Background: an optimization exercise with open tools, aiming at small area. Do not read the settings as production practice.
In this exercise RTL edits were held to simulation tests only and were not proved equivalent to the original.

<file path="run.sh">
#!/bin/bash
# synth_recipe.tcl (not shown) runs the flow's synth.tcl, then flattens the netlist and writes it again
# the make line also repeats each setting of config.mk as NAME=value (left out here)
make -C /OpenROAD-flow-scripts/flow DESIGN_CONFIG=/design/flow/config.mk WORK_HOME=/design/flow/orfs CLKGATE_MAP_FILE= SYNTH_SCRIPT=/design/flow/synth_recipe.tcl finish
</file>
<file path="config.mk">
export PLATFORM = sky130hd
export DESIGN_NAME = volume_scaler
export DESIGN_NICKNAME = volume_scaler
export VERILOG_FILES = /design/flow/design.v
export SDC_FILE = /design/flow/constraint.sdc
export NUM_CORES = 4
export LEC_CHECK = 0
export CAP_MARGIN = 20
export CORE_MARGIN = 2
export CORE_UTILIZATION = 40
export SLEW_MARGIN = 20
</file>
<file path="constraint.sdc">
create_clock -name core_clock -period 7.5 [get_ports {Clk}]
set_input_delay 1.5000 -clock core_clock [delete_from_list [all_inputs] [get_ports {Clk}]]
set_output_delay 1.5000 -clock core_clock [all_outputs]
set_load 0.01 [all_outputs]
</file>
<file path="design.v">
module volume_scaler #(
    parameter int AUDIO_W = 16,
    parameter int GAIN_W  = 16,
    parameter int STEP    = 64
) (
    input  logic                       Clk,
    input  logic                       nReset,
    input  logic                       Strobe,
    input  logic [AUDIO_W-1:0]         Audio_L,
    input  logic [AUDIO_W-1:0]         Audio_R,
    input  logic [GAIN_W-1:0]          Gain_L,
    input  logic [GAIN_W-1:0]          Gain_R,
    input  logic                       Mute,
    output logic [AUDIO_W+GAIN_W-1:0]  Out_L,
    output logic [AUDIO_W+GAIN_W-1:0]  Out_R,
    output logic                       Out_Valid,
    output logic                       Muted,
    output logic [1:0]                 Dbg_State
);
    localparam int OUT_W = AUDIO_W + GAIN_W;
    localparam logic [GAIN_W-1:0] STEP_G = GAIN_W'(STEP);
    typedef enum logic [1:0] {
        UNMUTED   = 2'd0,
        RAMP_DOWN = 2'd1,
        MUTED     = 2'd2,
        RAMP_UP   = 2'd3
    } state_t;
    state_t            state, state_nxt;
    logic [GAIN_W-1:0] g_l, g_r, g_l_nxt, g_r_nxt, t_l, t_r;
    function automatic logic [GAIN_W-1:0] ramp(input logic [GAIN_W-1:0] g,
                                               input logic [GAIN_W-1:0] t);
        if (t >= g) ramp = ((t - g) <= STEP_G) ? t : g + STEP_G;
        else        ramp = ((g - t) <= STEP_G) ? t : g - STEP_G;
    endfunction
    always_comb begin
        state_nxt = state;
        t_l       = Mute ? '0 : Gain_L;
        t_r       = Mute ? '0 : Gain_R;
        g_l_nxt   = ramp(g_l, t_l);
        g_r_nxt   = ramp(g_r, t_r);
        case (state)
            UNMUTED:   if (Mute) state_nxt = RAMP_DOWN;
            RAMP_DOWN: begin
                if (!Mute)                                state_nxt = RAMP_UP;
                else if (g_l_nxt == '0 && g_r_nxt == '0)  state_nxt = MUTED;
            end
            MUTED:     if (!Mute) state_nxt = RAMP_UP;
            RAMP_UP: begin
                if (Mute)                                          state_nxt = RAMP_DOWN;
                else if (g_l_nxt == Gain_L && g_r_nxt == Gain_R)   state_nxt = UNMUTED;
            end
            default:   state_nxt = MUTED;
        endcase
    end
    always_ff @(posedge Clk or negedge nReset) begin
        if (!nReset) begin
            state <= MUTED;
            g_l   <= '0;
            g_r   <= '0;
        end else if (Strobe) begin
            state <= state_nxt;
            g_l   <= g_l_nxt;
            g_r   <= g_r_nxt;
        end
    end
    assign Muted     = (state == MUTED);
    assign Dbg_State = state;
    logic                s1_valid, s1_sign_l, s1_sign_r;
    logic [AUDIO_W-1:0]  s1_abs_l, s1_abs_r;
    logic [GAIN_W-1:0]   s1_g_l, s1_g_r;
    logic                s2_valid, s2_sign_l, s2_sign_r;
    logic [OUT_W-1:0]    s2_prod_l, s2_prod_r;
    always_ff @(posedge Clk or negedge nReset) begin
        if (!nReset) begin
            s1_valid  <= 1'b0;
            s1_sign_l <= 1'b0;
            s1_sign_r <= 1'b0;
            s1_abs_l  <= '0;
            s1_abs_r  <= '0;
            s1_g_l    <= '0;
            s1_g_r    <= '0;
            s2_valid  <= 1'b0;
            s2_sign_l <= 1'b0;
            s2_sign_r <= 1'b0;
            s2_prod_l <= '0;
            s2_prod_r <= '0;
            Out_L     <= '0;
            Out_R     <= '0;
            Out_Valid <= 1'b0;
        end else begin
            s1_valid  <= Strobe;
            if (Strobe) begin
                s1_sign_l <= Audio_L[AUDIO_W-1];
                s1_sign_r <= Audio_R[AUDIO_W-1];
                s1_abs_l  <= Audio_L[AUDIO_W-1] ? -Audio_L : Audio_L;
                s1_abs_r  <= Audio_R[AUDIO_W-1] ? -Audio_R : Audio_R;
                s1_g_l    <= g_l;
                s1_g_r    <= g_r;
            end
            s2_valid <= s1_valid;
            if (s1_valid) begin
                s2_sign_l <= s1_sign_l;
                s2_sign_r <= s1_sign_r;
                s2_prod_l <= OUT_W'(s1_abs_l) * OUT_W'(s1_g_l);
                s2_prod_r <= OUT_W'(s1_abs_r) * OUT_W'(s1_g_r);
            end
            Out_Valid <= s2_valid;
            if (s2_valid) begin
                Out_L <= s2_sign_l ? -s2_prod_l : s2_prod_l;
                Out_R <= s2_sign_r ? -s2_prod_r : s2_prod_r;
            end
        end
    end
endmodule
</file>
==> impl_results.md <==
* Outcome: timing/DRC/antenna clean
* Num ports at between 100 and 150
* Antenna-violating nets left at 0
* Hold path start: Out_L[31]
* CTS root buf: clkbuf_16
* Detailed-route vias per instance at between 5 and 6
* Post-synthesis async set-or-reset flop share at 100%
* Max-cap violation count at 0
* Total wire length at 91900 um
* RSZ-0062 raised after global routing: false
* Final Net Count at 4563
* Most Crowded Layer GR: met2
* Starting Density at between 40% and 50%
* Largest net degree at the start of global routing at around 150
* Vias at about 26000
* CP arrival at ~7.5 ns
* Layout cells sized above 1 at under 10%
* Antenna cell count at 0
* DRC errors left at 0
* Post-Syn Nets at between 4000 and 5000
* Mux share of post-synthesis cell area at slightly below 5%
* Hold path cells at 1
* Worst min path class: reg -> reg
* Fmax at around 140 MHz
* Yosys cell types at around 100
* Final hold viol count at 0
* GRT Overall Usage at between 20% and 30%
* Mean instance size in the synthesized netlist at between 8 and 9 sq um
* Worst-Skew Late Latency at 0.58 ns
* DIE HEIGHT at roughly 290 um
* Resized cells post-CTS at 0
* Fin crit period at 7.02 ns
* Die Span X at 291 um
* Crit-path max cell delay at between 0.8 and 0.9 ns
* Worst r2r path cells at 26
* Vias in the first global route at 26548
* Crit. path cell count at 26
* Post-CTS setup buffer count at 0
* Top cells by area, synth: fa_1 (24%), dfrtp_1 (18%), ha_1 (11%)
* CP most frequent cell: fa_1
* CP Launch Point: s1_g_r[6]
* Clock Skew at about 0.013 ns
* Port bufs at about 140
* Post-Syn Area at 32800 sq um
* Critical path startpoint category: register
* Seq/Total Area, Yosys at between 10% and 20%
* First-pass GRT wire length at ~150000 um
* H-tree depth at 1
* Endpoint class of the critical path: register
* Compound-Gate Fraction of Synth Area at about an eighth
* Core Footprint at 81700 sq um
* M3 GR Usage at approximately 3.0%
* Slew margin rel. at 37.8%
* Ys Warns at 1
* Met2 Usage GRT at approximately 34%
* Area share of the largest cell type after synthesis at around a quarter
* Clk buf depth at 3
* Tcrit/Tclk final at a little over nine tenths
* Critical-path maximum fanout at 17
* Antenna violations before repair at 6
* Final instance area at 36700 sq um
* Max-slew violations at 0
* Reg clk slew, reported paths at roughly 0.070 ns
* Prevailing post-synth register cell: dfrtp_1
* Adder-Cell Fraction of Synth Area at 34.7%
* Count of state elements after synthesis at approximately 230
* DRT Pass-1 Iters at 7
* CP required at slightly below 8 ns
* GR Util met1 at about a third
* Clk sinks at 233
* Post-DR wirelength/cell at 18.7 um
* Placer Congestion at 0.951
* Synth Area in XOR/XNOR at under 10%
* CTS tree: done
* Std cell rows at 105
* Cells after synthesis at 3712
* Slowest cell on crit path: dfrtp_1
* GRT overflow at 0
* Final setup TNS at 0 ns
* CP delay by family, top: adder cells
* DP Area at between 30000 and 40000 sq um
* Die area at between 80000 and 90000 sq um
* DP HPWL at between 70000 and 80000 um
* Hold Buf Count CTS at 0
* Finish-stage setup viols at 0
* Reg-to-reg critical path startpoint: s1_g_r[6]
* Synth area leader: fa_1
* Least-Margin Pin Slew at 0.933 ns
* Number of synthesized flops with an enable pin at 0
* Main combinational cell family by area after synthesis: adder cells
* Simple-Gate Fraction of Synth Area at between 10% and 20%
* WP buf/inv at 5
* Synth-to-layout area growth at 11.8%
* 1st-iter DRT viols at 1804
* TritonCTS buffer count at 30
* Crit path kind: reg -> reg
-- sequential cells by signal, indices dropped and copies added (netlist names) --
name and cells:
Out_Valid 1, Out_R 32, s1_sign_r 1, g_l 16
s1_valid 1, s1_g_l 16, s2_prod_r 32, s2_prod_l 32
s1_g_r 16, s2_valid 1, Out_L 32, s2_sign_l 1
state 2, s1_abs_l 16, s1_sign_l 1, g_r 16
s1_abs_r 16, s2_sign_r 1
-- logic make-up after synthesis --
group                    count (synthesis)
AO/OA/AOI/OAI                          589
XOR/XNOR                               200
adder cells (fa/ha/maj)                678
buffers and inverters                  740
flip-flops                             233
multiplexers                           143
AND/OR/NAND/NOR                       1129
-- synthesized netlist by cell type (all sizes together) (25+ instances only) --
cell type	number
a21o	33
a21oi	191
and2	249
clkbuf	146
dfrtp	232
fa	388
ha	290
inv	577
mux2	118
nand2	464
nand3	41
nor2	161
nor3	31
o21ai	126
or3	34
or4	25
xnor2	102
xor2	98
-- placed cells by master, fill, tap and decap left out, types with 8 or more instances in the layout --
| cell | netlist | layout |
|---|---|---|
| a211oi_1 | 22 | 22 |
| o41ai_1 | 19 | 19 |
| and3_1 | 18 | 18 |
| xnor2_1 | 102 | 102 |
| fa_1 | 388 | 388 |
| o21a_1 | 15 | 15 |
| a31oi_1 | 15 | 15 |
| o21ai_0 | 122 | 122 |
| nor4_1 | 14 | 14 |
| o21bai_1 | 16 | 16 |
| or4_1 | 24 | 24 |
| nand4_1 | 24 | 24 |
| o211ai_1 | 19 | 19 |
| o31ai_1 | 22 | 22 |
| or3_1 | 34 | 34 |
| a21oi_1 | 189 | 189 |
| o2111ai_1 | 9 | 9 |
| nor3_1 | 31 | 31 |
| mux2i_1 | 23 | 23 |
| buf_4 | 1 | 101 |
| nor2b_1 | 16 | 16 |
| clkdlybuf4s50_1 | 0 | 133 |
| clkbuf_16 | 0 | 31 |
| nand2_1 | 464 | 464 |
| a21o_1 | 33 | 33 |
| and2_1 | 248 | 248 |
| a211o_1 | 8 | 8 |
| inv_1 | 577 | 577 |
| nand3_1 | 39 | 39 |
| ha_1 | 290 | 290 |
| mux2_2 | 117 | 117 |
| xor2_1 | 98 | 98 |
| nor2_1 | 161 | 161 |
| dfrtp_1 | 232 | 230 |
| nand2b_1 | 12 | 12 |
-- area by class of cell --
type | instances | area [sq um]
clock buffers | 41 | 883
clock inverters | 13 | 158
fillers | 7991 | 45000
inverters | 577 | 2170
multi-input cells | 2739 | 24200
flip-flops and latches | 233 | 5840
well taps | 1070 | 1340
repair buffers | 236 | 2120
-- path summary, 6_finish.rpt --
check                      slack (ns)             to
min in group asynchronous        0.92      Out_L[10]
min reg2reg                      0.50      Out_L[31]
max reg2reg                      0.48  s2_prod_r[30]
min                              0.50      Out_L[31]
max in group asynchronous        5.22      s1_g_l[1]
max                              0.48  s2_prod_r[30]
-- stage by stage --
step | cells | hold WS, ns | util [%] | setup WS, ns
after detailed placement | 4855 | 0.496 | 43.7 | 0.347
after global placement | 4855 | 0.490 | 43.7 | 0.329
final | 4909 | 0.504 | 44.9 | 0.480
after CTS | 4909 | 0.509 | 44.9 | 0.492
after floorplan | 3712 | 0.352 | - | 0.284
after global routing | 4909 | 0.533 | 44.9 | 0.102
-- layer usage --
metal	part of all wire (%)	vias up	wire, um
met5	0.050	-	46
met4	1.9	8	1710
met3	5.8	102	5280
met2	44	689	40200
met1	49	12788	44600
li1	-	12335	-

==> re-timing with driven ports <==
The results above use ideal ports. As a check the final layout listed here was re-extracted and re-timed, cells and wires unchanged. Step 1: set_driving_cell puts a clkbuf_16 on Clk and a buf_2 on each other input, an assumption about the parent block. Step 2, shift: input delay + t, output delay - t, t = (earliest + latest rising clock arrival at the registers) / 2. This alone moves slack from input paths to output paths. a / b / c = ideal ports / drivers / drivers and shift; a / b = the first two.
shift t [ns]: 0.636
setup slack, ns: 0.480 / 0.480 / 0.313
worst slew at a driven data input, ns: 0.16
After both steps setup and hold are still met in this run. For this run, drivers alone change the setup slack by 0.000 ns; drivers and shift together by -0.167 ns.
